This design comes from an exercise in tuning for small area, a short achievable clock period and few clock cycles on the open sky130 flow, not from production work. RTL that was checked went through simulation tests only; none was proved equivalent to the original. Only the layout flow was run in runs 1, 4 and 5; the RTL was not checked for function there. Power figures rest on the tool's default switching activity, not on a simulated workload.

==> design.v <==
`timescale 1ns/1ns
module chip8_cpu (
    input  logic        clk,
    input  logic        reset_i,
    output logic        mem_rd_valid_o,
    output logic [11:0] mem_rd_addr_o,
    input  logic        mem_rd_ready_i,
    input  logic [7:0]  mem_rd_data_i,
    output logic        mem_wr_valid_o,
    output logic [19:0] mem_wr_o,
    input  logic        mem_wr_ready_i
);
    logic [11:0] ra_q;
    logic        rv_q;
    logic [7:0]  hb_q;
    logic [11:1] st_q [0:15];
    logic [3:0]  sp_q;             
    logic        irv_q;
    logic [11:0] ir_q;
    logic [7:0]  ox_q, oy_q;       
    logic        d_wx, d_wf;       
    logic [2:0]  d_rs;             
    logic        d_addk, d_subx, d_suby;
    logic        d_skip, d_skne, d_skvy;
    logic        d_jv0, d_ldi, d_addi, d_bcd, d_blk;
    logic [7:0]  v_q [0:15];
    logic        wb_wx, wb_wf;     
    logic [3:0]  wb_x;
    logic [7:0]  wb_res;
    logic        wb_flag;
    logic [11:0] i_q;
    logic        wv_q;
    logic [11:0] wa_q;
    logic [7:0]  wd_q;
    logic [11:0] na_q;             
    logic        blk_q;            
    logic        pend_q;
    logic [3:0]  idx_q;
    logic [3:0]  last_q;
    logic [7:0]  bv_q;             
    logic [11:1] ra_inc;
    logic [3:0]  x;
    logic [7:0]  kk;
    logic [11:0] nnn;
    assign x   = ir_q[11:8];
    assign kk  = ir_q[7:0];
    assign nnn = ir_q[11:0];
    logic [7:0] add_a, add_b;
    logic [9:0] add_s;
    assign add_a = d_subx ? ~ox_q : ox_q;
    assign add_b = d_addk ? kk : d_suby ? ~oy_q : oy_q;
    assign add_s = {1'b0, add_a, 1'b1} + {1'b0, add_b, d_subx || d_suby};
    logic [7:0] res;
    logic       flag;
    always_comb begin
        case (d_rs)
            3'd0:    res = kk;
            3'd1:    res = add_s[8:1];
            3'd2:    res = oy_q;
            3'd3:    res = ox_q | oy_q;
            3'd4:    res = ox_q & oy_q;
            3'd5:    res = ox_q ^ oy_q;
            3'd6:    res = {1'b0, ox_q[7:1]};
            default: res = {ox_q[6:0], 1'b0};
        endcase
        case (d_rs)
            3'd6:    flag = ox_q[0];
            3'd7:    flag = ox_q[7];
            default: flag = add_s[9];
        endcase
    end
    logic skip;
    assign skip = d_skip && ((ox_q == (d_skvy ? oy_q : kk)) ^ d_skne);
    logic d_store, hazard, e_hold, e_done, e_redir;
    logic [11:1] e_tgt;
    assign d_store = d_bcd || d_blk;
    assign hazard  = pend_q && blk_q &&
                     ((d_wx && (x >= idx_q) && (x <= last_q)) || (d_wf && (last_q == 4'hF)));
    assign e_hold  = (d_store && pend_q) || hazard;
    assign e_done  = irv_q && !e_hold;
    assign e_redir = e_done && (skip || d_jv0);
    always_comb begin
        if (d_skip) e_tgt = ra_inc;
        else        e_tgt = nnn[11:1] + {4'd0, v_q[0][7:1]} + {10'd0, nnn[0] & v_q[0][0]};
    end
    always_ff @(posedge clk) begin
        if (reset_i) begin
            wb_wx <= 1'b0;
            wb_wf <= 1'b0;
        end else begin
            wb_wx <= e_done && d_wx;
            wb_wf <= e_done && d_wf;
        end
    end
    always_ff @(posedge clk) begin
        if (e_done) begin
            wb_x    <= x;
            wb_res  <= res;
            wb_flag <= flag;
        end
    end
    always_ff @(posedge clk) begin
        if (wb_wx) v_q[wb_x] <= wb_res;
        if (wb_wf) v_q[15] <= {7'd0, wb_flag};
    end
    function automatic [7:0] fwd(input [3:0] r, input [7:0] raw, input wx, input wf,
                                 input [3:0] wr, input [7:0] wres, input wflag);
        if (wf && (r == 4'hF))
            fwd = {7'd0, wflag};
        else if (wx && (r == wr))
            fwd = wres;
        else
            fwd = raw;
    endfunction
    logic [12:0] i_sum;
    assign i_sum = {i_q, 1'b1} + {4'd0, d_blk ? {4'd0, x} : ox_q, d_blk};
    always_ff @(posedge clk) begin
        if (reset_i)
            i_q <= 12'd0;
        else if (e_done) begin
            if (d_ldi)            i_q <= nnn;
            if (d_addi || d_blk)  i_q <= i_sum[12:1];
        end
    end
    logic [7:0] lb;
    logic [3:0] op, n;
    assign lb = mem_rd_data_i;
    assign op = hb_q[7:4];
    assign n  = lb[3:0];
    logic lo_call, lo_jump, lo_ret;
    assign lo_call = (op == 4'h2);
    assign lo_jump = (op == 4'h1) || lo_call;
    assign lo_ret  = (hb_q == 8'h00) && (lb == 8'hEE);
    assign ra_inc  = ra_q[11:1] + 11'd1;
    logic lo_ok, lo_fire, hi_fire;
    assign lo_ok   = !irv_q || (!d_wx && !d_wf && !(d_store && pend_q));
    assign hi_fire = mem_rd_ready_i && !ra_q[0];
    assign lo_fire = mem_rd_ready_i && ra_q[0] && lo_ok;
    logic       port_fetch;
    logic [7:0] port;
    logic [3:0] port_idx;
    assign port_fetch = ra_q[0] && lo_ok && ((op == 4'h5) || (op == 4'h8) || (op == 4'h9));
    assign port_idx   = port_fetch ? lb[7:4] : idx_q;
    assign port       = fwd(port_idx, v_q[port_idx], wb_wx, wb_wf, wb_x, wb_res, wb_flag);
    logic       n_wx, n_wf, n_addk, n_subx, n_suby, n_skip, n_skne, n_skvy;
    logic       n_jv0, n_ldi, n_addi, n_bcd, n_blk;
    logic [2:0] n_rs;
    always_comb begin
        n_wx   = 1'b0;
        n_wf   = 1'b0;
        n_rs   = 3'd1;
        n_addk = (op == 4'h7);
        n_subx = (op == 4'h8) && (n == 4'h7);
        n_suby = (op == 4'h8) && (n == 4'h5);
        n_skip = (op == 4'h3) || (op == 4'h4) ||
                 (((op == 4'h5) || (op == 4'h9)) && (n == 4'h0));
        n_skne = (op == 4'h4) || (op == 4'h9);
        n_skvy = (op == 4'h5) || (op == 4'h9);
        n_jv0  = (op == 4'hB);
        n_ldi  = (op == 4'hA);
        n_addi = (op == 4'hF) && (lb == 8'h1E);
        n_bcd  = (op == 4'hF) && (lb == 8'h33);
        n_blk  = (op == 4'hF) && (lb == 8'h55);
        case (op)
            4'h6: begin n_wx = 1'b1; n_rs = 3'd0; end
            4'h7: begin n_wx = 1'b1; n_rs = 3'd1; end
            4'h8: begin
                n_wx = 1'b1;
                case (n)
                    4'h0: n_rs = 3'd2;
                    4'h1: n_rs = 3'd3;
                    4'h2: n_rs = 3'd4;
                    4'h3: n_rs = 3'd5;
                    4'h4, 4'h5, 4'h7: begin n_rs = 3'd1; n_wf = 1'b1; end
                    4'h6: begin n_rs = 3'd6; n_wf = 1'b1; end
                    4'hE: begin n_rs = 3'd7; n_wf = 1'b1; end
                    default: n_wx = 1'b0;
                endcase
            end
            default: ;
        endcase
    end
    always_ff @(posedge clk) begin
        if (reset_i) begin
            ra_q  <= 12'h200;
            rv_q  <= 1'b0;
            irv_q <= 1'b0;
        end else begin
            rv_q <= 1'b1;
            if (e_redir)
                ra_q <= {e_tgt, 1'b0};
            else if (hi_fire)
                ra_q[0] <= 1'b1;
            else if (lo_fire) begin
                if (lo_jump)
                    ra_q <= {hb_q[3:0], lb[7:1], 1'b0};
                else if (lo_ret)
                    ra_q <= {st_q[sp_q], 1'b0};
                else
                    ra_q <= {ra_inc, 1'b0};
            end
            if (lo_fire)
                irv_q <= 1'b1;
            else if (e_done)
                irv_q <= 1'b0;
        end
    end
    always_ff @(posedge clk) begin
        if (hi_fire)
            hb_q <= lb;
        if (lo_fire) begin
            ir_q   <= {hb_q[3:0], lb};
            ox_q   <= fwd(hb_q[3:0], v_q[hb_q[3:0]], wb_wx, wb_wf, wb_x, wb_res, wb_flag);
            oy_q   <= port;
            d_wx   <= n_wx;
            d_wf   <= n_wf;
            d_rs   <= n_rs;
            d_addk <= n_addk;
            d_subx <= n_subx;
            d_suby <= n_suby;
            d_skip <= n_skip;
            d_skne <= n_skne;
            d_skvy <= n_skvy;
            d_jv0  <= n_jv0;
            d_ldi  <= n_ldi;
            d_addi <= n_addi;
            d_bcd  <= n_bcd;
            d_blk  <= n_blk;
        end
    end
    always_ff @(posedge clk) begin
        if (lo_fire && lo_call)
            st_q[sp_q + 4'd1] <= ra_inc;
    end
    always_ff @(posedge clk) begin
        if (reset_i)
            sp_q <= 4'hF;
        else if (lo_fire && lo_call)
            sp_q <= sp_q + 4'd1;
        else if (lo_fire && lo_ret)
            sp_q <= sp_q - 4'd1;
    end
    logic [7:0] hund, bhund, tens, ones, gbyte;
    assign hund  = (ox_q >= 8'd200) ? 8'd2 : (ox_q >= 8'd100) ? 8'd1 : 8'd0;
    assign bhund = (bv_q >= 8'd200) ? 8'd2 : (bv_q >= 8'd100) ? 8'd1 : 8'd0;
    assign tens  = (bv_q / 8'd10) % 8'd10;
    assign ones  = bv_q % 8'd10;
    assign gbyte = blk_q ? port : (idx_q[1] ? ones : idx_q[0] ? tens : bhund);
    logic w_fire, out_free, issue, gen_go;
    assign w_fire   = wv_q && mem_wr_ready_i;
    assign out_free = !wv_q || mem_wr_ready_i;
    assign issue    = e_done && d_store;
    assign gen_go   = pend_q && out_free && !(blk_q && port_fetch);
    always_ff @(posedge clk) begin
        if (reset_i) begin
            wv_q   <= 1'b0;
            pend_q <= 1'b0;
        end else if (issue) begin
            if (out_free) begin
                wv_q   <= 1'b1;
                pend_q <= d_bcd || (x != 4'h0);
            end else begin
                pend_q <= 1'b1;
            end
        end else if (gen_go) begin
            wv_q   <= 1'b1;
            pend_q <= (idx_q != last_q);
        end else if (w_fire) begin
            wv_q <= 1'b0;
        end
    end
    always_ff @(posedge clk) begin
        if (issue) begin
            blk_q  <= d_blk;
            last_q <= d_bcd ? 4'd2 : x;
            bv_q   <= ox_q;
            if (out_free) begin
                wa_q  <= i_q;
                wd_q  <= d_bcd ? hund : v_q[0];
                idx_q <= 4'd1;
            end else begin
                na_q  <= i_q;
                idx_q <= 4'd0;
            end
        end else if (gen_go) begin
            wa_q  <= (idx_q == 4'd0) ? na_q : wa_q + 12'd1;
            wd_q  <= gbyte;
            idx_q <= idx_q + 4'd1;
        end
    end
    assign mem_rd_valid_o = rv_q;
    assign mem_rd_addr_o  = ra_q;
    assign mem_wr_valid_o = wv_q;
    assign mem_wr_o       = {wa_q, wd_q};
endmodule
==> run.sh <==
#!/bin/bash
# synth_recipe.tcl (not shown) runs the flow's synth.tcl, then flattens the netlist and writes it again
# the make line also repeats each setting of config.mk as NAME=value (left out here)
make -C /OpenROAD-flow-scripts/flow DESIGN_CONFIG=/design/flow/config.mk WORK_HOME=/design/flow/orfs CLKGATE_MAP_FILE= SYNTH_SCRIPT=/design/flow/synth_recipe.tcl finish
==> config.mk <==
export PLATFORM = sky130hd
export DESIGN_NAME = chip8_cpu
export DESIGN_NICKNAME = chip8_cpu
export VERILOG_FILES = /design/flow/design.v
export SDC_FILE = /design/flow/constraint.sdc
export NUM_CORES = 4
export LEC_CHECK = 0
export ABC_AREA = 1
export CAP_MARGIN = 20
export CORE_MARGIN = 2
export CORE_UTILIZATION = 40
export CTS_BUF_LIST = sky130_fd_sc_hd__clkbuf_8
export CTS_CLUSTER_SIZE = 30
export PLACE_DENSITY = 0.6
export SETUP_SLACK_MARGIN = 4.0
export SLEW_MARGIN = 20
==> constraint.sdc <==
create_clock -name core_clock -period 7.0 [get_ports {clk}]
set_input_delay 1.4000 -clock core_clock [delete_from_list [all_inputs] [get_ports {clk}]]
set_output_delay 1.4000 -clock core_clock [all_outputs]
set_load 0.01 [all_outputs]
==> results of run 1 <==
## layout by cell type, fill, tap and decap left out, drive strengths merged, types with 60 or more instances in the layout
master,netlist,final
o21ai,259,259
a21oi,140,140
edfxtp,411,411
inv,246,272
buf,15,247
clkbuf,93,89
nand3,118,118
nor2,273,273
nand2,269,272
ha,60,60
## per-layer routing
metal  up-vias  wire, um  GRT usage (%)
met4         4      2928          9.340
li1       8980         -              -
met2       971     35930          39.75
met5         -        28              0
met1      9684     33700          34.52
met3       199      6335          4.071
## worst max-delay path by stage
| stage | startpoint | endpoint | slack [ps] |
|---|---|---|---|
| after floorplan | mem_rd_ready_i | st_q[0][0]$_DFFE_PP_ | 3870 |
| after global placement | mem_rd_data_i[4] | wd_q[6]$_DFFE_PP_ | 2340 |
| after detailed placement | mem_rd_data_i[4] | wd_q[6]$_DFFE_PP_ | 2240 |
| after CTS | d_blk$_DFFE_PP_ | wd_q[0]$_DFFE_PP_ | 3800 |
| after global routing | bv_q[5]$_DFFE_PP_ | wd_q[1]$_DFFE_PP_ | 3500 |
| final | bv_q[6]$_DFFE_PP_ | wd_q[1]$_DFFE_PP_ | 3710 |
## sequential cells by signal (all words and copies together), names as in the netlist, 4 cells and up, named ones only
signal	flops
bv_q	8
i_q	12
wd_q	8
na_q	12
wa_q	12
sp_q	4
last_q	4
ox_q	8
oy_q	8
wb_res	8
hb_q	8
wb_x	4
idx_q	4
ir_q	12
ra_q	12
st_q	176
v_q	128
## stage by stage
step,hold slack (ps),utilization [%],instances
after floorplan,430.5,-,2336
final,475.5,51.64,3441
after global routing,497.6,51.64,3441
after CTS,434.9,49.01,3349
after global placement,445.8,42.64,3062
after detailed placement,462.1,42.64,3062
## cells in the mapped netlist (all sizes together) (2+ instances only)
master	n	area (um2)
o211ai	58	435.4
a2111oi	2	17.52
a221oi	18	157.7
and2	2	12.51
o221ai	51	446.7
dfxtp	49	980.9
o21ai	259	1311
mux2i	33	330.3
o21a	3	22.52
xor2	44	385.4
a21oi	140	715.7
nor4	5	31.28
nand4	12	75.07
ha	60	750.7
or2	3	18.77
a31oi	16	100.1
buf	15	68.81
o2111ai	8	70.07
nor3b	2	15.01
a32oi	3	26.28
nand2	269	1090
xnor2	25	219.0
clkinv	4	15.01
a211oi	18	135.1
nor3	32	160.2
o32ai	20	175.2
inv	246	923.4
clkbuf	93	349.1
nor2	273	1032
o31ai	4	30.03
o22ai	21	131.4
edfxtp	411	12340
o21bai	6	48.80
fa	4	80.08
a22oi	2	15.01
nand3	118	628.1
## what timing repair did
item                                    CTS  global route
resized for setup                       260           214
setup buffers                           133            87
endpoints found under the setup margin  333           254
pin swaps                                76            96
gates cloned                              8             5
## cell type report
type | instances | area [um2] | area share (%)
flip-flops and latches | 460 | 13350 | 44.70
clock inverters | 63 | 426.7 | 1.429
inverters | 250 | 1020 | 3.416
repair buffers | 297 | 2908 | 9.740
clock buffers | 83 | 1142 | 3.827
multi-input cells | 1521 | 10030 | 33.61
repair inverters | 2 | 20.02 | 0.06706
well taps | 765 | 957.2 | 3.206
## power groups by stage
stage               Combinational [mW]  Sequential [mW]  Clock, mW
floorplan                        0.551             3.18          0
global placement                 0.790             3.23          0
detailed placement               0.809             3.23          0
CTS                               1.01             3.16       2.49
global route                      1.25             3.17       2.61
finish                            1.17             3.17       2.45
## logic make-up (layout without fill, tap and decap cells)
logic type / count (synthesis) / after routing / synth area share, %
XOR/XNOR: 69 / 69 / 2.582
multiplexers: 33 / 33 / 1.411
AO/OA/AOI/OAI: 634 / 634 / 16.60
AND/OR/NAND/NOR: 718 / 721 / 13.14
adder cells (fa/ha/maj): 64 / 64 / 3.549
flip-flops: 460 / 460 / 56.92
buffers and inverters: 358 / 695 / 5.794
==> Implementation_results.wiki, run 1 <==
{| class="wikitable"
! Metric !! Value
|-
| Final critical-path share of the clock period || 47.03%
|-
| Insertion delay to the later sink of the worst-skew pair || 720 ps
|-
| Diode count || 0
|-
| Part of the power in registers || 46.7%
|-
| Setup TNS after final layout || 0 ps
|-
| Placement Cell Area || 24650 um2
|-
| DRC violation total after the first TritonRoute iteration || 2312
|-
| Sinks on the clock net || 460
|-
| CP endpoint kind || flip-flop
|-
| Reg-to-reg endpoint || wd_q[1]$_DFFE_PP_
|-
| Area growth from synthesis to layout || 27.54%
|-
| Worst-case reg-to-reg path depth || 27
|-
| Startpoint of the lowest-slack register-to-register path || bv_q[6]$_DFFE_PP_
|-
| Post-synthesis instance area || 23410 um2
|-
| Buffers and inverters on the worst path || 3
|-
| Via count of the first global-routing pass || 18660
|-
| Net load switching power || 1.978 mW
|-
| Core area || 57810 um2
|-
| Worst Hold End || na_q[8]$_DFFE_PP_
|-
| Clock power frac || 36.0%
|-
| Distinct cell type count of the synthesized netlist || 56
|-
| Required time at the endpoint of the critical path || 7430 ps
|-
| Setup CP Type || flip-flop to flip-flop
|-
| CTS Root Cell || sky130_fd_sc_hd__clkbuf_8
|-
| Crit path depth || 27
|-
| Origin of the worst min-delay path || i_q[8]$_SDFFE_PP0P_
|-
| Ys flop type || sky130_fd_sc_hd__edfxtp_1
|-
| Fraction of final layout cells with drive strength greater than 1 || 24.22%
|-
| Design Power || 6.787 mW
|-
| Chip Width || 245.9 um
|-
| Worst-case setup margin in the final layout || 3708 ps
|-
| Number of flip-flops and latches in the synthesized netlist || 460
|-
| Per-cell via count in the routed design || 5.765
|-
| Power per cell area || 227.3 nW/um2
|-
| Endpoints failing setup || 0
|-
| Proportion of total power due to net switching || 29.14%
|-
| Fill count || 5036
|-
| Unrepaired setup endpoints after global routing || true
|-
| Clock transition at path regs || 60 ps
|-
| Largest delay share family, worst path || simple AND/OR/NAND/NOR gates
|-
| Total overflow reported by the global router || 0
|-
| CTS tree || built
|-
| Maximum resistive drop on vdd || 148.6 uV
|-
| Worst Skew || 66.73 ps
|-
| Avg Synthesized Cell Area || 10.02 um2
|-
| Transition time of the tightest slew-check pin || 1102 ps
|-
| Maximum operating frequency || 0.3038 GHz
|-
| Starting density of the core || 40.49%
|-
| Overall die area || 60470 um2
|-
| Cts-stage hold buffer count || 0
|-
| Number of input and output port buffers inserted || 45
|-
| Standby leakage power || 11.49 nW
|-
| Worst hold path type || flip-flop to flip-flop
|-
| HPWL after detailed placement || 49820 um
|-
| Std cell rows || 88
|-
| TritonRoute pass-1 iters || 6
|-
| Min Tclk post-route || 3292 ps
|-
| Post-synth ARST share || 0%
|-
| CP Max Fanout || 7
|-
| Cell area after layout || 29850 um2
|-
| Slew Limit Fails || 0
|-
| Total via count in the routed design || 19840
|-
| Count of nets left with antenna violations after detail routing || 0
|-
| Num CTS Buffers || 78
|-
| Routability cong. || 0.9494
|-
| Antenna violations before repair || 2
|-
| Internal power || 4.809 mW
|-
| Post-placement worst setup slack || 2245 ps
|-
| CP startpoint kind || flip-flop
|-
| Tot GR Track Use || 25.05%
|-
| Wirelength per Cell || 22.94 um
|-
| Largest net degree at the start of global routing || 89
|-
| Number of synthesis warnings || 1
|-
| Syn Nets || 2412
|-
| Aggregate routed wire length || 78920 um
|-
| Final hold violation count || 0
|-
| Final routed DRC violation total || 0
|-
| Setup slack on the worst flop-to-flop path || 3710 ps
|-
| Slew headroom || 26.28%
|-
| Run status || finished clean
|-
| Number of primary I/O pins || 46
|-
| Final layout net count || 2686
|-
| Cell count of the worst hold path || 0
|-
| Chip Height || 245.9 um
|-
| CTS H-tree lvls || 3
|-
| Number of buffers on the longest clock path || 3
|-
| Post-synth EDFFs || 411
|-
| Delay of the slowest critical-path stage || 510 ps
|-
| Gate count of the mapped netlist || 2336
|-
| Gate power share || 17.2%
|-
| Endpoint arrival time on the critical path || 3720 ps
|-
| MaxCap Viol Count || 0
|-
| First-pass GRT wire length || 114300 um
|-
| Slowest stage cell on the critical path || sky130_fd_sc_hd__edfxtp_1
|-
| Seq/Total Area, Yosys || 56.92%
|}
==> inputs of run 2 (changes only) <==
--- a/design.v
+++ b/design.v
@@ -25,8 +25,4 @@
     logic        d_jv0, d_ldi, d_addi, d_bcd, d_blk;
     logic [7:0]  v_q [0:15];
-    logic        wb_wx, wb_wf;     
-    logic [3:0]  wb_x;
-    logic [7:0]  wb_res;
-    logic        wb_flag;
     logic [11:0] i_q;
     logic        wv_q;
@@ -38,5 +34,6 @@
     logic [3:0]  idx_q;
     logic [3:0]  last_q;
-    logic [7:0]  bv_q;             
+    logic [1:0]  bh_q;             
+    logic [6:0]  bv_q;             
     logic [11:1] ra_inc;
     logic [3:0]  x;
@@ -48,6 +45,6 @@
     logic [7:0] add_a, add_b;
     logic [9:0] add_s;
-    assign add_a = d_subx ? ~ox_q : ox_q;
-    assign add_b = d_addk ? kk : d_suby ? ~oy_q : oy_q;
+    assign add_a = ox_q;
+    assign add_b = d_addk ? kk : oy_q;
     assign add_s = {1'b0, add_a, 1'b1} + {1'b0, add_b, d_subx || d_suby};
     logic [7:0] res;
@@ -85,32 +82,9 @@
     end
     always_ff @(posedge clk) begin
-        if (reset_i) begin
-            wb_wx <= 1'b0;
-            wb_wf <= 1'b0;
-        end else begin
-            wb_wx <= e_done && d_wx;
-            wb_wf <= e_done && d_wf;
-        end
-    end
-    always_ff @(posedge clk) begin
         if (e_done) begin
-            wb_x    <= x;
-            wb_res  <= res;
-            wb_flag <= flag;
-        end
-    end
-    always_ff @(posedge clk) begin
-        if (wb_wx) v_q[wb_x] <= wb_res;
-        if (wb_wf) v_q[15] <= {7'd0, wb_flag};
-    end
-    function automatic [7:0] fwd(input [3:0] r, input [7:0] raw, input wx, input wf,
-                                 input [3:0] wr, input [7:0] wres, input wflag);
-        if (wf && (r == 4'hF))
-            fwd = {7'd0, wflag};
-        else if (wx && (r == wr))
-            fwd = wres;
-        else
-            fwd = raw;
-    endfunction
+            if (d_wx) v_q[x] <= res;
+            if (d_wf) v_q[15] <= {7'd0, flag};
+        end
+    end
     logic [12:0] i_sum;
     assign i_sum = {i_q, 1'b1} + {4'd0, d_blk ? {4'd0, x} : ox_q, d_blk};
@@ -139,8 +113,6 @@
     logic       port_fetch;
     logic [7:0] port;
-    logic [3:0] port_idx;
     assign port_fetch = ra_q[0] && lo_ok && ((op == 4'h5) || (op == 4'h8) || (op == 4'h9));
-    assign port_idx   = port_fetch ? lb[7:4] : idx_q;
-    assign port       = fwd(port_idx, v_q[port_idx], wb_wx, wb_wf, wb_x, wb_res, wb_flag);
+    assign port       = v_q[port_fetch ? lb[7:4] : idx_q];
     logic       n_wx, n_wf, n_addk, n_subx, n_suby, n_skip, n_skne, n_skvy;
     logic       n_jv0, n_ldi, n_addi, n_bcd, n_blk;
@@ -211,6 +183,6 @@
         if (lo_fire) begin
             ir_q   <= {hb_q[3:0], lb};
-            ox_q   <= fwd(hb_q[3:0], v_q[hb_q[3:0]], wb_wx, wb_wf, wb_x, wb_res, wb_flag);
-            oy_q   <= port;
+            ox_q   <= n_subx ? ~v_q[hb_q[3:0]] : v_q[hb_q[3:0]];
+            oy_q   <= n_suby ? ~port : port;
             d_wx   <= n_wx;
             d_wf   <= n_wf;
@@ -241,10 +213,13 @@
             sp_q <= sp_q - 4'd1;
     end
-    logic [7:0] hund, bhund, tens, ones, gbyte;
-    assign hund  = (ox_q >= 8'd200) ? 8'd2 : (ox_q >= 8'd100) ? 8'd1 : 8'd0;
-    assign bhund = (bv_q >= 8'd200) ? 8'd2 : (bv_q >= 8'd100) ? 8'd1 : 8'd0;
-    assign tens  = (bv_q / 8'd10) % 8'd10;
-    assign ones  = bv_q % 8'd10;
-    assign gbyte = blk_q ? port : (idx_q[1] ? ones : idx_q[0] ? tens : bhund);
+    logic [1:0] hund;
+    logic [7:0] rest;
+    logic [3:0] tens, ones;
+    logic [7:0] gbyte;
+    assign hund  = (ox_q >= 8'd200) ? 2'd2 : (ox_q >= 8'd100) ? 2'd1 : 2'd0;
+    assign rest  = ox_q - ((ox_q >= 8'd200) ? 8'd200 : (ox_q >= 8'd100) ? 8'd100 : 8'd0);
+    assign tens  = bv_q / 7'd10;
+    assign ones  = bv_q % 7'd10;
+    assign gbyte = blk_q ? port : {4'd0, idx_q[1] ? ones : idx_q[0] ? tens : {2'd0, bh_q}};
     logic w_fire, out_free, issue, gen_go;
     assign w_fire   = wv_q && mem_wr_ready_i;
@@ -274,8 +249,9 @@
             blk_q  <= d_blk;
             last_q <= d_bcd ? 4'd2 : x;
-            bv_q   <= ox_q;
+            bh_q   <= hund;
+            bv_q   <= rest[6:0];
             if (out_free) begin
                 wa_q  <= i_q;
-                wd_q  <= d_bcd ? hund : v_q[0];
+                wd_q  <= d_bcd ? {6'd0, hund} : v_q[0];
                 idx_q <= 4'd1;
             end else begin
==> Implementation_results.wiki, run 2 <==
{| class="wikitable"
! Metric !! Value
|-
| Run status || finished clean
|-
| Number of buffers on the longest clock path || 3
|-
| Num CTS Buffers || 78
|-
| Final layout net count || 2604
|-
| Most common cell after layout, fill and taps aside || sky130_fd_sc_hd__edfxtp_1
|-
| Overall die area || 59250 um2
|-
| Combinational family with the most area after synthesis || simple AND/OR/NAND/NOR gates
|-
| Net load switching power || 1.696 mW
|-
| Post-synth EDFFs || 399
|-
| Cell area after layout || 26740 um2
|-
| Starting density of the core || 40.58%
|-
| Slew Limit Fails || 0
|-
| Tot GR Track Use || 23.45%
|-
| Clock power frac || 36.6%
|-
| Standby leakage power || 10.43 nW
|-
| Required time at the endpoint of the critical path || 7420 ps
|-
| Via count of the first global-routing pass || 17620
|-
| Routability cong. || 0.9252
|-
| MaxCap Viol Count || 0
|-
| Avg Synthesized Cell Area || 9.526 um2
|-
| Core area || 56500 um2
|-
| Final critical-path share of the clock period || 42.69%
|-
| Setup CP Type || input port to flip-flop
|-
| CP Max Fanout || 16
|-
| Number of input and output port buffers inserted || 45
|-
| Met3 GRT Util || 5.343%
|-
| Wirelength per Cell || 21.41 um
|-
| CTS tree || built
|-
| Internal power || 4.319 mW
|-
| Insertion delay to the later sink of the worst-skew pair || 690 ps
|-
| Setup TNS after final layout || 0 ps
|-
| Setup slack on the worst flop-to-flop path || 4080 ps
|-
| Sinks on the clock net || 446
|-
| Final routed DRC violation total || 0
|-
| Maximum resistive drop on vdd || 133.9 uV
|-
| Count of nets left with antenna violations after detail routing || 0
|-
| Placement Cell Area || 24130 um2
|-
| Cell count of the worst hold path || 0
|-
| Post-synthesis share of cell area spent on and, or, nand and nor gates || 15.80%
|-
| Syn Nets || 2484
|-
| Seq/Total Area, Yosys || 56.36%
|-
| Number of flip-flops and latches in the synthesized netlist || 446
|-
| Chip Height || 243.4 um
|-
| Area growth from synthesis to layout || 16.63%
|-
| Worst-case reg-to-reg path depth || 13
|-
| Worst Hold End || na_q[8]$_DFFE_PP_
|-
| Per-cell via count in the routed design || 5.572
|-
| Met2 global-route usage || 35.57%
|-
| Clock transition at path regs || 60 ps
|-
| Top library cells by usage in the layout, fill and taps aside || 399 x sky130_fd_sc_hd__edfxtp_1, 371 x sky130_fd_sc_hd__nand2_1, 276 x sky130_fd_sc_hd__inv_1, 264 x sky130_fd_sc_hd__o21ai_0, 231 x sky130_fd_sc_hd__nor2_1
|-
| Ys flop type || sky130_fd_sc_hd__edfxtp_1
|-
| Power per cell area || 224.9 nW/um2
|-
| Worst Skew || 33.47 ps
|-
| TritonRoute pass-1 iters || 6
|-
| Max FFs per register || 176
|-
| Slew headroom || 36.96%
|-
| Reg-to-reg endpoint || v_q[15][0]$_DFFE_PP_
|-
| Busiest grt layer || met2
|-
| Number of synthesis warnings || 1
|-
| Gate power share || 12.6%
|-
| Adder-cell share of the synthesized area || 3.711%
|-
| CP endpoint kind || flip-flop
|-
| Antenna violations before repair || 3
|-
| Chip Width || 243.4 um
|-
| Post-synthesis instance area || 22930 um2
|-
| Largest net degree at the start of global routing || 129
|-
| Gate count of the mapped netlist || 2407
|-
| Most numerous cell in the Yosys netlist || sky130_fd_sc_hd__edfxtp_1
|-
| CTS Root Cell || sky130_fd_sc_hd__clkbuf_8
|-
| Transition time of the tightest slew-check pin || 945.6 ps
|-
| Total via count in the routed design || 18650
|-
| Register with the most flip-flops || st_q
|-
| Distinct cell type count of the synthesized netlist || 51
|-
| CTS H-tree lvls || 3
|-
| First-pass GRT wire length || 106000 um
|-
| Final hold violation count || 0
|-
| Origin of the worst min-delay path || i_q[8]$_SDFFE_PP0P_
|-
| Post-synth ARST share || 0%
|-
| Endpoints failing setup || 0
|-
| Unrepaired setup endpoints after global routing || true
|-
| Number of primary I/O pins || 46
|-
| HPWL after detailed placement || 46610 um
|-
| CP startpoint kind || input port
|-
| Fraction of final layout cells with drive strength greater than 1 || 11.70%
|-
| Yosys top cell area share || 52.26%
|-
| Synth area leaders || sky130_fd_sc_hd__edfxtp_1 52%, sky130_fd_sc_hd__nand2_1 6.2%, sky130_fd_sc_hd__o21ai_0 5.9%
|-
| Min Tclk post-route || 2988 ps
|-
| Endpoint arrival time on the critical path || 3410 ps
|-
| Worst hold path type || flip-flop to flip-flop
|-
| Part of the power in registers || 50.9%
|-
| Post-Synth XOR/XNOR Area || 2.330%
|-
| Aggregate routed wire length || 71670 um
|-
| Most used standard cells in the synthesized netlist || 399 x sky130_fd_sc_hd__edfxtp_1, 376 x sky130_fd_sc_hd__nand2_1, 271 x sky130_fd_sc_hd__o21ai_0, 262 x sky130_fd_sc_hd__nor2_1, 259 x sky130_fd_sc_hd__inv_1
|-
| Proportion of total power due to net switching || 28.20%
|-
| DRC violation total after the first TritonRoute iteration || 2069
|-
| Fraction of the mapped netlist area in compound gates || 15.15%
|-
| Met1 global-route usage || 32.49%
|-
| Maximum operating frequency || 0.3346 GHz
|-
| Std cell rows || 87
|-
| Top Registers || st_q (176), v_q (128)
|-
| Multiplexer share of the synthesized area || 0.1310%
|-
| Startpoint of the lowest-slack register-to-register path || d_addk$_DFFE_PP_
|-
| Total overflow reported by the global router || 0
|-
| Top cell type by total area after synthesis || sky130_fd_sc_hd__edfxtp_1
|}
==> run 2: power by group through the flow <==
| stage | clock [mW] | combinational [mW] | sequential [mW] |
|---|---|---|---|
| after floorplan | 0 | 0.454 | 3.08 |
| after CTS | 2.26 | 0.687 | 3.07 |
| after global routing | 2.36 | 0.825 | 3.07 |
| after detailed placement | 0 | 0.664 | 3.13 |
| final | 2.20 | 0.755 | 3.06 |
| after global placement | 0 | 0.653 | 3.13 |
==> run 2: worst max path at each step <==
| stage | from | end | slack [ps] | cells past startpoint |
|---|---|---|---|---|
| global placement | mem_rd_ready_i | st_q[5][7]$_DFFE_PP_ | 2590 | 5 |
| CTS | idx_q[3]$_SDFFCE_PP0P_ | v_q[9][1]$_DFFE_PP_ | 4000 | 13 |
| floorplan | mem_rd_ready_i | st_q[0][0]$_DFFE_PP_ | 3960 | 4 |
| global route | ir_q[9]$_DFFE_PP_ | wd_q[5]$_DFFE_PP_ | 3950 | 17 |
| detailed placement | mem_rd_ready_i | st_q[6][4]$_DFFE_PP_ | 2550 | 5 |
| finish | mem_rd_data_i[6] | wd_q[1]$_DFFE_PP_ | 4010 | 11 |
==> run 2: cell families (layout without fill, tap and decap cells) <==
group / Yosys count / in the layout
simple gates: 864 / 866
flops: 446 / 446
mux: 3 / 3
fa+ha+maj: 65 / 65
compound gates: 593 / 593
xor+xnor: 61 / 61
other cells: 0 / 2
buf+inv: 375 / 555
==> run 2: timing repair <==
item,CTS,global route
hold buffers,0,0
setup buffers,36,20
resized for setup,120,53
pin swaps,19,17
setup endpoints to repair,469,386
cloned,4,5
==> run 2: worst max-delay path, stage by stage <==
cell	delay, ps
sky130_fd_sc_hd__clkdlybuf4s50_1	770
sky130_fd_sc_hd__inv_1	150
sky130_fd_sc_hd__o21ai_4	220
sky130_fd_sc_hd__buf_4	270
sky130_fd_sc_hd__nand3_1	110
sky130_fd_sc_hd__nand3_1	150
sky130_fd_sc_hd__nand3_1	100
sky130_fd_sc_hd__nand2_1	80
sky130_fd_sc_hd__inv_1	40
sky130_fd_sc_hd__nand2_1	50
sky130_fd_sc_hd__nand2_1	50
==> run 2: routing by layer <==
metal,up-vias,share of wire (%)
li1,8700,-
met3,146,9.0
met4,4,3.4
met5,-,0.047
met1,8939,43
met2,859,44
==> run 2: stage by stage <==
stage | power [mW] | utilization (%) | hold WS, ps | setup WS [ps] | cells
3_3_place_gp | 3.782 | 42.69 | 466.4 | 2592 | 3137
4_1_cts | 6.015 | 46.51 | 476.8 | 3996 | 3319
6_report | 6.015 | 47.33 | 480.1 | 4012 | 3347
2_1_floorplan | 3.539 | - | 436.7 | 3958 | 2407
5_1_grt | 6.253 | 47.33 | 496.8 | 3946 | 3346
3_5_place_dp | 3.794 | 42.70 | 468.4 | 2551 | 3137
==> run 2: area by class of cell <==
| class | count | area (um2) |
|---|---|---|
| Antenna cell | 2 | 5.005 |
| Clock inverter | 62 | 324.1 |
| Inverter | 269 | 1044 |
| Timing Repair Buffer | 140 | 1410 |
| Sequential cell | 446 | 12940 |
| Multi-Input combinational cell | 1588 | 8942 |
| Clock buffer | 80 | 1101 |
| Fill cell | 5271 | 29750 |
| Tap cell | 756 | 945.9 |
| Timing Repair inverter | 4 | 25.02 |
Testbench counts of run 2, summed over its fixed seeds: cycles 56,560.
==> inputs of run 3 (changes only) <==
--- a/config.mk
+++ b/config.mk
@@ -10,6 +10,7 @@
 export CORE_MARGIN = 2
 export CORE_UTILIZATION = 40
-export CTS_BUF_LIST = sky130_fd_sc_hd__clkbuf_8
-export CTS_CLUSTER_SIZE = 30
+export CTS_BUF_LIST = sky130_fd_sc_hd__clkbuf_16
+export CTS_CLUSTER_DIAMETER = 120
+export CTS_CLUSTER_SIZE = 24
 export PLACE_DENSITY = 0.6
 export SETUP_SLACK_MARGIN = 4.0
==> Implementation_results.wiki, run 3 <==
{| class="wikitable"
! Metric !! Value
|-
| Run status || finished clean
|-
| Starting density of the core || 40.58%
|-
| Via count of the first global-routing pass || 16960
|-
| Largest net degree at the start of global routing || 129
|-
| Top Registers || st_q (176), v_q (128)
|-
| FF+latch area || 12950 um2
|-
| Slowest stage cell on the critical path || sky130_fd_sc_hd__clkdlybuf4s50_1
|-
| Unrepaired setup endpoints after global routing || true
|-
| Sinks on the clock net || 446
|-
| Critical-path cell list || clkdlybuf4s50_1
|-
| Number of synthesis warnings || 1
|-
| Worst-case reg-to-reg path depth || 13
|-
| Wirelength per Cell || 21.55 um
|-
| Post-synthesis instance area || 22930 um2
|-
| Setup TNS after final layout || 0 ps
|-
| Worst-case setup margin in the final layout || 4046 ps
|-
| Overall die area || 59250 um2
|-
| Synth area leaders || sky130_fd_sc_hd__edfxtp_1 52%, sky130_fd_sc_hd__nand2_1 6.2%, sky130_fd_sc_hd__o21ai_0 5.9%
|-
| Slew headroom || 36.19%
|-
| Diode count || 0
|-
| Sum of met3 wire segment lengths after detailed routing || 6306 um
|-
| Part of the power in registers || 57.9%
|-
| Fill count || 5271
|-
| Cell count of the worst hold path || 0
|-
| Top library cells by usage in the layout, fill and taps aside || 399 x sky130_fd_sc_hd__edfxtp_1, 369 x sky130_fd_sc_hd__nand2_1, 265 x sky130_fd_sc_hd__o21ai_0, 264 x sky130_fd_sc_hd__inv_1, 232 x sky130_fd_sc_hd__nor2_1
|-
| CP Max Fanout || 4
|-
| Distinct cell type count of the synthesized netlist || 51
|-
| DRC violation total after the first TritonRoute iteration || 2158
|-
| CTS tree || built
|-
| Reg-to-reg endpoint || v_q[15][6]$_SDFFE_PP0P_
|-
| Endpoint arrival time on the critical path || 1550 ps
|-
| Post-placement worst setup slack || 2551 ps
|-
| Highest routed layer || met5
|-
| Std cell rows || 87
|-
| Met2 wire length || 31050 um
|-
| Number of buffers on the longest clock path || 3
|-
| Insertion delay to the later sink of the worst-skew pair || 580 ps
|-
| Total via count in the routed design || 18240
|-
| Max FFs per register || 176
|-
| Most used standard cells in the synthesized netlist || 399 x sky130_fd_sc_hd__edfxtp_1, 376 x sky130_fd_sc_hd__nand2_1, 271 x sky130_fd_sc_hd__o21ai_0, 262 x sky130_fd_sc_hd__nor2_1, 259 x sky130_fd_sc_hd__inv_1
|-
| Clock transition at path regs || 100 ps
|-
| Gate count of the mapped netlist || 2407
|-
| Number of input and output port buffers inserted || 45
|-
| Required time at the endpoint of the critical path || 5600 ps
|-
| Internal power || 3.850 mW
|-
| Most numerous cell in the Yosys netlist || sky130_fd_sc_hd__edfxtp_1
|-
| Core area || 56500 um2
|-
| Avg Synthesized Cell Area || 9.526 um2
|-
| Transition time of the tightest slew-check pin || 957.2 ps
|-
| Delay of the slowest critical-path stage || 580 ps
|-
| Power per cell area || 202.2 nW/um2
|-
| Placement Cell Area || 24130 um2
|-
| Met1 wire length || 30530 um
|-
| Final routed DRC violation total || 0
|-
| Placed Cells incl. Taps || 3137
|-
| Buffers and inverters on the worst path || 1
|-
| Count of placed standard cells in the final layout, fillers left out || 3249
|-
| Top cell type by total area after synthesis || sky130_fd_sc_hd__edfxtp_1
|-
| Number of flip-flops and latches in the synthesized netlist || 446
|-
| CP endpoint kind || primary output
|-
| Post-synth ARST share || 0%
|-
| Chip Height || 243.4 um
|-
| Antenna violations before repair || 2
|-
| Ys flop type || sky130_fd_sc_hd__edfxtp_1
|-
| Maximum resistive drop on vdd || 210.2 uV
|-
| Proportion of total power due to net switching || 26.88%
|-
| Tot GR Track Use || 22.70%
|-
| Seq/Total Area, Yosys || 56.36%
|-
| CTS Root Cell || sky130_fd_sc_hd__clkbuf_16
|-
| Routability cong. || 0.9252
|-
| First-pass GRT wire length || 103600 um
|-
| Largest delay share family, worst path || buffers and inverters
|-
| Gate power share || 14.4%
|-
| Setup CP Type || flip-flop to primary output
|-
| Clock power frac || 27.7%
|-
| Worst hold path type || flip-flop to flip-flop
|-
| Cell area after layout || 26040 um2
|-
| Final layout net count || 2554
|-
| MaxCap Viol Count || 0
|-
| CTS H-tree lvls || 1
|-
| Setup slack on the worst flop-to-flop path || 4120 ps
|-
| Post-route core utilization || 46.09%
|-
| Worst Skew || 30.49 ps
|-
| Origin of the worst min-delay path || i_q[8]$_SDFFE_PP0P_
|-
| Multi-input combinational cell area || 8956 um2
|-
| Final critical-path share of the clock period || 42.21%
|-
| Post-synth EDFFs || 399
|-
| Most common cell after layout, fill and taps aside || sky130_fd_sc_hd__edfxtp_1
|-
| Register with the most flip-flops || st_q
|-
| Final hold violation count || 0
|-
| Area growth from synthesis to layout || 13.58%
|-
| Num CTS Buffers || 22
|-
| Syn Nets || 2484
|-
| Standby leakage power || 9.926 nW
|-
| Chip Width || 243.4 um
|-
| HPWL after detailed placement || 46610 um
|-
| Number of primary I/O pins || 46
|-
| Yosys top cell area share || 52.26%
|-
| Maximum operating frequency || 0.3385 GHz
|-
| Count of nets left with antenna violations after detail routing || 0
|-
| Fraction of final layout cells with drive strength greater than 1 || 9.426%
|-
| Endpoints failing setup || 0
|-
| Per-cell via count in the routed design || 5.615
|-
| Startpoint of the lowest-slack register-to-register path || ir_q[3]$_DFFE_PP_
|-
| Slew Limit Fails || 0
|-
| Min Tclk post-route || 2954 ps
|-
| Worst Hold End || na_q[8]$_DFFE_PP_
|-
| Net load switching power || 1.415 mW
|-
| CP startpoint kind || flip-flop
|-
| TritonRoute pass-1 iters || 5
|-
| Aggregate routed wire length || 70020 um
|-
| Total overflow reported by the global router || 0
|}
-- run 3: through the flow --
stage,power (mW),hold WS [ps]
final,5.265,494.2
after global routing,5.460,506.5
after CTS,5.239,489.0
after detailed placement,3.794,468.4
after global placement,3.782,466.4
after floorplan,3.539,436.7
-- run 3: worst max-delay path by stage --
stage,end,slack (ps),startpoint,cells past startpoint
after floorplan,st_q[0][0]$_DFFE_PP_,3960,mem_rd_ready_i,4
after global placement,st_q[5][7]$_DFFE_PP_,2590,mem_rd_ready_i,5
after detailed placement,st_q[6][4]$_DFFE_PP_,2550,mem_rd_ready_i,5
after CTS,mem_rd_addr_o[3],4010,ra_q[3]$_SDFFE_PP0P_,1
after global routing,ra_q[1]$_SDFFE_PP0P_,3950,ir_q[9]$_DFFE_PP_,17
final,mem_rd_addr_o[9],4050,ra_q[9]$_SDFFE_PP1P_,1
-- run 3: repair_timing --
| item | CTS | global route |
|---|---|---|
| resized for setup | 98 | 50 |
| buffers inserted | 36 | 25 |
| hold buffers | 0 | 0 |
| pin swaps | 20 | 17 |
| endpoints found under the hold margin | 0 | 0 |
| setup endpoints to repair | 456 | 360 |
| cloned | 3 | 7 |
-- run 3: area by class of cell --
class | count | area share [%]
repair buffers | 144 | 5.612
repair inverters | 4 | 0.09609
flip-flops and latches | 446 | 49.72
clock inverters | 18 | 0.4276
multi-input cells | 1590 | 34.39
inverters | 269 | 4.007
clock buffers | 22 | 2.114
well taps | 756 | 3.632
-- run 3: cell families after synthesis --
logic type	Yosys count	synth area share, %
flip-flops	446	56.36
buffers and inverters	375	6.510
adder cells (fa/ha/maj)	65	3.711
multiplexers	3	0.1310
XOR/XNOR	61	2.330
AO/OA/AOI/OAI	593	15.15
AND/OR/NAND/NOR	864	15.80
-- run 3: routing by layer --
| metal | global-route usage, % | vias up |
|---|---|---|
| met5 | 0 | - |
| met4 | 7.001 | 4 |
| met3 | 4.274 | 107 |
| met2 | 34.72 | 831 |
| met1 | 32.62 | 8740 |
| li1 | - | 8560 |
-- run 3: power by group through the flow --
stage	combinational (mW)	clock, mW	sequential (mW)
6_report	0.758	1.46	3.05
2_1_floorplan	0.454	0	3.08
3_3_place_gp	0.653	0	3.13
3_5_place_dp	0.664	0	3.13
4_1_cts	0.690	1.49	3.06
5_1_grt	0.830	1.57	3.06
==> inputs of run 4 (changes only) <==
--- a/design.v
+++ b/design.v
@@ -88,5 +88,5 @@
     end
     logic [12:0] i_sum;
-    assign i_sum = {i_q, 1'b1} + {4'd0, d_blk ? {4'd0, x} : ox_q, d_blk};
+    assign i_sum = {i_q, 1'b1} + {4'd0, ox_q, d_blk};
     always_ff @(posedge clk) begin
         if (reset_i)
@@ -183,5 +183,6 @@
         if (lo_fire) begin
             ir_q   <= {hb_q[3:0], lb};
-            ox_q   <= n_subx ? ~v_q[hb_q[3:0]] : v_q[hb_q[3:0]];
+            ox_q   <= n_blk ? {4'd0, hb_q[3:0]} :
+                      n_subx ? ~v_q[hb_q[3:0]] : v_q[hb_q[3:0]];
             oy_q   <= n_suby ? ~port : port;
             d_wx   <= n_wx;
==> Implementation_results.wiki, run 4 <==
{| class="wikitable"
! Metric !! Value
|-
| CP startpoint kind || input port
|-
| Post-synthesis instance area || 22870 um2
|-
| Synth area leaders || sky130_fd_sc_hd__edfxtp_1 52%, sky130_fd_sc_hd__nand2_1 6.3%, sky130_fd_sc_hd__o21ai_0 5.8%
|-
| Required time at the endpoint of the critical path || 7280 ps
|-
| Chip Height || 243.1 um
|-
| Core area || 56500 um2
|-
| MaxCap Viol Count || 0
|-
| CTS tree || built
|-
| Total via count in the routed design || 18700
|-
| Routability cong. || 0.9033
|-
| Post-Synth XOR/XNOR Area || 2.336%
|-
| Wirelength per Cell || 22.08 um
|-
| Final hold violation count || 0
|-
| Internal power || 3.865 mW
|-
| Unrepaired setup endpoints after global routing || true
|-
| Placed Cells incl. Taps || 3113
|-
| Worst Skew || 25.67 ps
|-
| Proportion of total power due to net switching || 27.93%
|-
| Seq/Total Area, Yosys || 56.50%
|-
| Count of placed standard cells in the final layout, fillers left out || 3244
|-
| Per-cell via count in the routed design || 5.764
|-
| Aggregate routed wire length || 71620 um
|-
| Clock transition at path regs || 100 ps
|-
| Setup TNS after final layout || 0 ps
|-
| Run status || finished clean
|-
| Final critical-path share of the clock period || 42.13%
|-
| Num CTS Buffers || 22
|-
| Max FFs per register || 176
|-
| Largest net degree at the start of global routing || 107
|-
| CP Max Fanout || 11
|-
| Top cell type by total area after synthesis || sky130_fd_sc_hd__edfxtp_1
|-
| Tot GR Track Use || 23.37%
|-
| Via count of the first global-routing pass || 17320
|-
| Endpoints failing setup || 0
|-
| CP endpoint kind || flip-flop
|-
| Min Tclk post-route || 2949 ps
|-
| Endpoint arrival time on the critical path || 3230 ps
|-
| Post-synth ARST share || 0%
|-
| Maximum operating frequency || 0.3391 GHz
|-
| Number of flip-flops and latches in the synthesized netlist || 446
|-
| Gate count of the mapped netlist || 2385
|-
| Final routed DRC violation total || 0
|-
| Ys flop type || sky130_fd_sc_hd__edfxtp_1
|-
| Number of primary I/O pins || 46
|-
| Post-synthesis share of cell area spent on and, or, nand and nor gates || 15.83%
|-
| Register with the most flip-flops || st_q
|-
| Most numerous cell in the Yosys netlist || sky130_fd_sc_hd__edfxtp_1
|-
| Met1 global-route usage || 32.85%
|-
| Maximum resistive drop on vdd || 179.1 uV
|-
| Part of the power in registers || 56.9%
|-
| Fill count || 5152
|-
| Transition time of the tightest slew-check pin || 1083 ps
|-
| Slew Limit Fails || 0
|-
| Yosys top cell area share || 52.39%
|-
| Sinks on the clock net || 446
|-
| Fraction of the mapped netlist area in compound gates || 15.08%
|-
| Fraction of final layout cells with drive strength greater than 1 || 10.53%
|-
| Most common cell after layout, fill and taps aside || sky130_fd_sc_hd__edfxtp_1
|-
| Top Registers || st_q (176), v_q (128)
|-
| Area growth from synthesis to layout || 15.46%
|-
| Starting density of the core || 40.48%
|-
| Gate power share || 15.8%
|-
| Syn Nets || 2462
|-
| Setup CP Type || input port to flip-flop
|-
| First-pass GRT wire length || 106300 um
|-
| Std cell rows || 87
|-
| Number of synthesis warnings || 1
|-
| Number of input and output port buffers inserted || 45
|-
| Slew headroom || 27.53%
|-
| TritonRoute pass-1 iters || 6
|-
| CTS Root Cell || sky130_fd_sc_hd__clkbuf_16
|-
| Total overflow reported by the global router || 0
|-
| Placement Cell Area || 24230 um2
|-
| Overall die area || 59100 um2
|-
| Count of nets left with antenna violations after detail routing || 0
|-
| Post-synth EDFFs || 399
|-
| Adder-cell share of the synthesized area || 3.720%
|-
| Met2 global-route usage || 36.97%
|-
| Chip Width || 243.1 um
|-
| Insertion delay to the later sink of the worst-skew pair || 590 ps
|-
| Met3 GRT Util || 2.864%
|-
| Standby leakage power || 10.09 nW
|-
| Multiplexer share of the synthesized area || 0.3501%
|-
| Busiest grt layer || met2
|-
| Most used standard cells in the synthesized netlist || 399 x sky130_fd_sc_hd__edfxtp_1, 382 x sky130_fd_sc_hd__nand2_1, 265 x sky130_fd_sc_hd__o21ai_0, 246 x sky130_fd_sc_hd__inv_1, 244 x sky130_fd_sc_hd__nor2_1
|-
| DRC violation total after the first TritonRoute iteration || 2143
|-
| Number of buffers on the longest clock path || 3
|-
| Distinct cell type count of the synthesized netlist || 51
|-
| Power per cell area || 203.1 nW/um2
|-
| CTS H-tree lvls || 1
|-
| Avg Synthesized Cell Area || 9.589 um2
|-
| Antenna violations before repair || 5
|-
| Clock power frac || 27.4%
|-
| Cts-stage hold buffer count || 0
|-
| HPWL after detailed placement || 47320 um
|-
| Cell area after layout || 26410 um2
|-
| Combinational family with the most area after synthesis || simple AND/OR/NAND/NOR gates
|-
| Design Power || 5.362 mW
|-
| Top library cells by usage in the layout, fill and taps aside || 399 x sky130_fd_sc_hd__edfxtp_1, 369 x sky130_fd_sc_hd__nand2_1, 258 x sky130_fd_sc_hd__o21ai_0, 250 x sky130_fd_sc_hd__inv_1, 207 x sky130_fd_sc_hd__nor2_1
|-
| Final layout net count || 2549
|-
| Net load switching power || 1.498 mW
|-
| Worst hold path type || flip-flop to flip-flop
|-
| Diode count || 0
|}
run 4: final cells by class:
cell class	count	area [um2]	area share (%)
flip-flops and latches	446	12950	49.03
multi-input cells	1584	9106	34.48
repair buffers	161	1739	6.586
inverters	257	1012	3.833
well taps	756	945.9	3.582
clock buffers	23	575.6	2.180
clock inverters	17	81.33	0.3080
run 4: worst max-delay path, cell delays in order:
cell and delay [ps]:
sky130_fd_sc_hd__clkdlybuf4s50_1 680, sky130_fd_sc_hd__inv_12 40, sky130_fd_sc_hd__nor2_4 130, sky130_fd_sc_hd__inv_4 90, sky130_fd_sc_hd__nor3_4 200, sky130_fd_sc_hd__buf_12 150
sky130_fd_sc_hd__nand2_2 170, sky130_fd_sc_hd__nor2_4 180, sky130_fd_sc_hd__buf_12 170
run 4: path summary, 6_finish.rpt:
path | start | endpoint | slack, ps | cells after the start
hold / removal | i_q[5]$_SDFFE_PP0P_ | na_q[5]$_DFFE_PP_ | 490 | 0
hold reg to reg | i_q[5]$_SDFFE_PP0P_ | na_q[5]$_DFFE_PP_ | 490 | 0
setup / recovery | mem_rd_ready_i | st_q[3][3]$_DFFE_PP_ | 4050 | 9
setup reg to reg | ir_q[9]$_DFFE_PP_ | wa_q[11]$_DFFE_PP_ | 4120 | 16
run 4: routing by layer:
metal	vias to the layer above	share of wire, %
met5	-	0.043
met3	159	8.4
met4	4	4.3
met1	9060	42
li1	8545	-
met2	932	45
run 4: logic make-up (layout without fill, tap and decap cells):
kind of cell | Yosys count | count (layout)
AO/OA/AOI/OAI | 583 | 583
AND/OR/NAND/NOR | 861 | 867
XOR/XNOR | 61 | 61
adder cells (fa/ha/maj) | 65 | 65
flip-flops | 446 | 446
buffers and inverters | 361 | 458
multiplexers | 8 | 8
run 4: stage by stage:
stage	worst slack, ps	util (%)	hold WS [ps]
CTS	3958	45.49	491.6
finish	4051	46.74	490.3
global route	3949	46.74	504.2
detailed placement	2399	42.88	457.8
floorplan	3570	-	436.7
global placement	2516	42.88	453.5
run 4: repair_timing:
item / in CTS / in global routing
buffers inserted: 37 / 45
gates cloned: 6 / 3
setup endpoints to repair: 427 / 344
endpoints found under the hold margin: 0 / 0
resized for setup: 105 / 52
pin swaps: 20 / 19
run 4: power by group through the flow:
stage               Sequential (mW)  Combinational, mW  Clock (mW)
CTS                            3.05              0.789        1.50
global placement               3.12              0.731           0
floorplan                      3.09              0.493           0
global route                   3.06              0.923        1.59
detailed placement             3.12              0.741           0
finish                         3.05              0.845        1.47
==> inputs of run 5 (changes only) <==
--- a/config.mk
+++ b/config.mk
@@ -14,4 +14,4 @@
 export CTS_CLUSTER_SIZE = 24
 export PLACE_DENSITY = 0.6
-export SETUP_SLACK_MARGIN = 4.0
+export SETUP_SLACK_MARGIN = 4.4
 export SLEW_MARGIN = 20
==> Implementation_results.wiki, run 5 <==
{| class="wikitable"
! Metric !! Value
|-
| Worst-case reg-to-reg path depth || 16
|-
| Insertion delay to the later sink of the worst-skew pair || 590 ps
|-
| Synth area leaders || sky130_fd_sc_hd__edfxtp_1 52%, sky130_fd_sc_hd__nand2_1 6.3%, sky130_fd_sc_hd__o21ai_0 5.8%
|-
| Setup TNS after final layout || 0 ps
|-
| Slew headroom || 30.30%
|-
| Number of input and output port buffers inserted || 45
|-
| Setup CP Type || input port to flip-flop
|-
| Transition time of the tightest slew-check pin || 1042 ps
|-
| Wirelength per Cell || 22.96 um
|-
| Seq/Total Area, Yosys || 56.50%
|-
| Starting density of the core || 40.48%
|-
| Aggregate routed wire length || 76970 um
|-
| Sinks on the clock net || 446
|-
| Power per cell area || 195.7 nW/um2
|-
| Post-synth ARST share || 0%
|-
| Final routed DRC violation total || 0
|-
| Top Registers || st_q (176), v_q (128)
|-
| Unrepaired setup endpoints after global routing || true
|-
| Largest net degree at the start of global routing || 115
|-
| Origin of the worst min-delay path || hb_q[0]$_DFFE_PP_
|-
| Count of nets left with antenna violations after detail routing || 0
|-
| Post-synth EDFFs || 399
|-
| Startpoint of the lowest-slack register-to-register path || ox_q[0]$_DFFE_PP_
|-
| Standby leakage power || 10.85 nW
|-
| Final layout net count || 2658
|-
| Total via count in the routed design || 19300
|-
| Syn Nets || 2462
|-
| CTS tree || built
|-
| Endpoints failing setup || 0
|-
| Maximum operating frequency || 0.3682 GHz
|-
| Register with the most flip-flops || st_q
|-
| Via count of the first global-routing pass || 18000
|-
| Max FFs per register || 176
|-
| Ys flop type || sky130_fd_sc_hd__edfxtp_1
|-
| Most common cell after layout, fill and taps aside || sky130_fd_sc_hd__edfxtp_1
|-
| Top library cells by usage in the layout, fill and taps aside || 399 x sky130_fd_sc_hd__edfxtp_1, 348 x sky130_fd_sc_hd__nand2_1, 240 x sky130_fd_sc_hd__o21ai_0, 233 x sky130_fd_sc_hd__inv_1, 196 x sky130_fd_sc_hd__nor2_1
|-
| Gate power share || 18.3%
|-
| Diode count || 0
|-
| Antenna violations before repair || 0
|-
| Setup slack on the worst flop-to-flop path || 4330 ps
|-
| Distinct cell type count of the synthesized netlist || 51
|-
| Clock transition at path regs || 100 ps
|-
| Cell area after layout || 28140 um2
|-
| CP startpoint kind || input port
|-
| Internal power || 3.924 mW
|-
| Cts-stage hold buffer count || 0
|-
| Worst Hold End || ir_q[8]$_DFFE_PP_
|-
| Number of flip-flops and latches in the synthesized netlist || 446
|-
| Required time at the endpoint of the critical path || 7340 ps
|-
| Core area || 56500 um2
|-
| Worst hold path type || flip-flop to flip-flop
|-
| Top cell type by total area after synthesis || sky130_fd_sc_hd__edfxtp_1
|-
| Reg-to-reg endpoint || ra_q[4]$_SDFFE_PP0P_
|-
| Chip Height || 243.1 um
|-
| Tot GR Track Use || 24.63%
|-
| First-pass GRT wire length || 111200 um
|-
| Clock power frac || 26.4%
|-
| CTS H-tree lvls || 1
|-
| DRC violation total after the first TritonRoute iteration || 2309
|-
| HPWL after detailed placement || 47390 um
|-
| Most used standard cells in the synthesized netlist || 399 x sky130_fd_sc_hd__edfxtp_1, 382 x sky130_fd_sc_hd__nand2_1, 265 x sky130_fd_sc_hd__o21ai_0, 246 x sky130_fd_sc_hd__inv_1, 244 x sky130_fd_sc_hd__nor2_1
|-
| Avg Synthesized Cell Area || 9.589 um2
|-
| Endpoint arrival time on the critical path || 3050 ps
|-
| Number of synthesis warnings || 1
|-
| Worst Skew || 24.43 ps
|-
| Post-synthesis instance area || 22870 um2
|-
| Overall die area || 59100 um2
|-
| Std cell rows || 87
|-
| Cell count of the worst hold path || 0
|-
| Maximum resistive drop on vdd || 228.3 uV
|-
| Fraction of final layout cells with drive strength greater than 1 || 19.87%
|-
| CP endpoint kind || flip-flop
|-
| Run status || finished clean
|-
| CP Max Fanout || 8
|-
| Area growth from synthesis to layout || 23.03%
|-
| CTS Root Cell || sky130_fd_sc_hd__clkbuf_16
|-
| Num CTS Buffers || 22
|-
| Net load switching power || 1.582 mW
|-
| Placement Cell Area || 24260 um2
|-
| Min Tclk post-route || 2716 ps
|-
| Slew Limit Fails || 0
|-
| Number of primary I/O pins || 46
|-
| Most numerous cell in the Yosys netlist || sky130_fd_sc_hd__edfxtp_1
|-
| Post-route core utilization || 49.80%
|-
| Gate count of the mapped netlist || 2385
|-
| Total overflow reported by the global router || 0
|-
| Part of the power in registers || 55.3%
|-
| TritonRoute pass-1 iters || 5
|-
| Routability cong. || 0.9340
|-
| Final critical-path share of the clock period || 38.80%
|-
| Per-cell via count in the routed design || 5.757
|-
| Number of buffers on the longest clock path || 3
|-
| Yosys top cell area share || 52.39%
|-
| Final hold violation count || 0
|-
| Chip Width || 243.1 um
|-
| MaxCap Viol Count || 0
|-
| Proportion of total power due to net switching || 28.74%
|}
==> run 5: routing by layer <==
metal  wire [um]  global-route usage (%)
met1       31490                   33.91
met3        6796                   2.786
met4        2653                   8.138
met2       36030                   40.56
met5           0                       0
==> run 5: layout make-up <==
| cell class | instances | area, um2 |
|---|---|---|
| Clock buffer | 22 | 550.5 |
| Clock inverter | 18 | 87.58 |
| Fill cell | 5008 | 28360 |
| Inverter | 257 | 1062 |
| Multi-Input combinational cell | 1592 | 9817 |
| Sequential cell | 446 | 12970 |
| Tap cell | 756 | 945.9 |
| Timing Repair Buffer | 260 | 2686 |
| Timing Repair inverter | 2 | 12.51 |
==> run 5: kinds of logic after synthesis <==
kind of cell / count (synthesis) / synth area share (%)
flip-flops: 446 / 56.50
AND/OR/NAND/NOR: 861 / 15.83
XOR/XNOR: 61 / 2.336
adder cells (fa/ha/maj): 65 / 3.720
buffers and inverters: 361 / 6.182
multiplexers: 8 / 0.3501
AO/OA/AOI/OAI: 583 / 15.08
==> run 5: power by group through the flow <==
stage,clock [mW],sequential (mW),combinational [mW]
2_1_floorplan,0,3.09,0.507
3_3_place_gp,0,3.12,0.734
3_5_place_dp,0,3.12,0.745
4_1_cts,1.47,3.04,0.876
5_1_grt,1.57,3.05,1.08
6_report,1.46,3.04,1.01
==> run 5: critical path, stage by stage <==
cell and delay [ps]:
sky130_fd_sc_hd__dlygate4sd2_1 400, sky130_fd_sc_hd__inv_1 170, sky130_fd_sc_hd__o21ai_4 260, sky130_fd_sc_hd__clkinvlp_4 290, sky130_fd_sc_hd__nand3_2 180, sky130_fd_sc_hd__nand3_1 90, sky130_fd_sc_hd__nand2_1 90, sky130_fd_sc_hd__inv_1 40
sky130_fd_sc_hd__nand2_1 70, sky130_fd_sc_hd__nand2_1 50
==> run 5: what timing repair did <==
action / in CTS / in global routing
pin swaps: 61 / 58
buffers inserted: 126 / 55
endpoints found under the setup margin: 600 / 512
gates cloned: 11 / 12
gates resized for setup: 351 / 168
hold endpoints to repair: 0 / 0
==> run 5: worst max-delay path by stage <==
stage / startpoint / end / slack, ps / depth (start not counted)
floorplan: mem_rd_ready_i / st_q[1][0]$_DFFE_PP_ / 3570 / 6
global placement: mem_rd_data_i[4] / oy_q[6]$_DFFE_PP_ / 2500 / 10
detailed placement: mem_rd_data_i[4] / wd_q[6]$_DFFE_PP_ / 2270 / 10
CTS: oy_q[1]$_DFFE_PP_ / v_q[0][5]$_DFFE_PP_ / 4330 / 17
global route: ir_q[0]$_DFFE_PP_ / ra_q[11]$_SDFFE_PP0P_ / 4190 / 15
finish: mem_rd_data_i[7] / wd_q[1]$_DFFE_PP_ / 4280 / 10
==> run 5: stage by stage <==
stage	instances	hold WS (ps)	setup slack, ps	power (mW)
2_1_floorplan	2385	436.7	3570	3.594
3_3_place_gp	3109	452.5	2497	3.855
3_5_place_dp	3109	469.9	2271	3.866
4_1_cts	3286	478.3	4331	5.387
5_1_grt	3353	504.8	4192	5.697
6_report	3353	487.8	4284	5.506

## what the ideal ports hide
The flow's constraints put no driver on any port. The routed layouts listed below were extracted and timed again, unchanged, in two steps. Step 1: set_driving_cell puts a clkbuf_16 on clk and a buf_2 on each other input, an assumption about the parent block. Step 2 also shifts input and output timing later by t, the mid clock arrival at the registers, as if the neighbouring blocks saw the same clock. Slacks: ideal / step 1 / step 2; pairs: ideal / step 1.
run | shift t [ns] | slack for setup (ns) | worst setup path at the end | clock arrival spread, ns
run 1 | 0.740 | 3.708 / 3.708 / 3.250 | input to register | 0.067 / 0.067
run 2 | 0.722 | 4.012 / 3.989 / 3.307 | input to register | 0.036 / 0.036
run 3 | 0.627 | 4.046 / 3.985 / 3.451 | input to register | 0.031 / 0.031
run 4 | 0.627 | 4.051 / 3.999 / 3.395 | input to register | 0.026 / 0.026
run 5 | 0.633 | 4.284 / 4.303 / 3.677 | input to register | 0.024 / 0.024
After both steps every run listed still meets setup and hold. The setup slack of run 2, which loses most, moves by -0.023 ns with the drivers and by -0.705 ns with both steps.
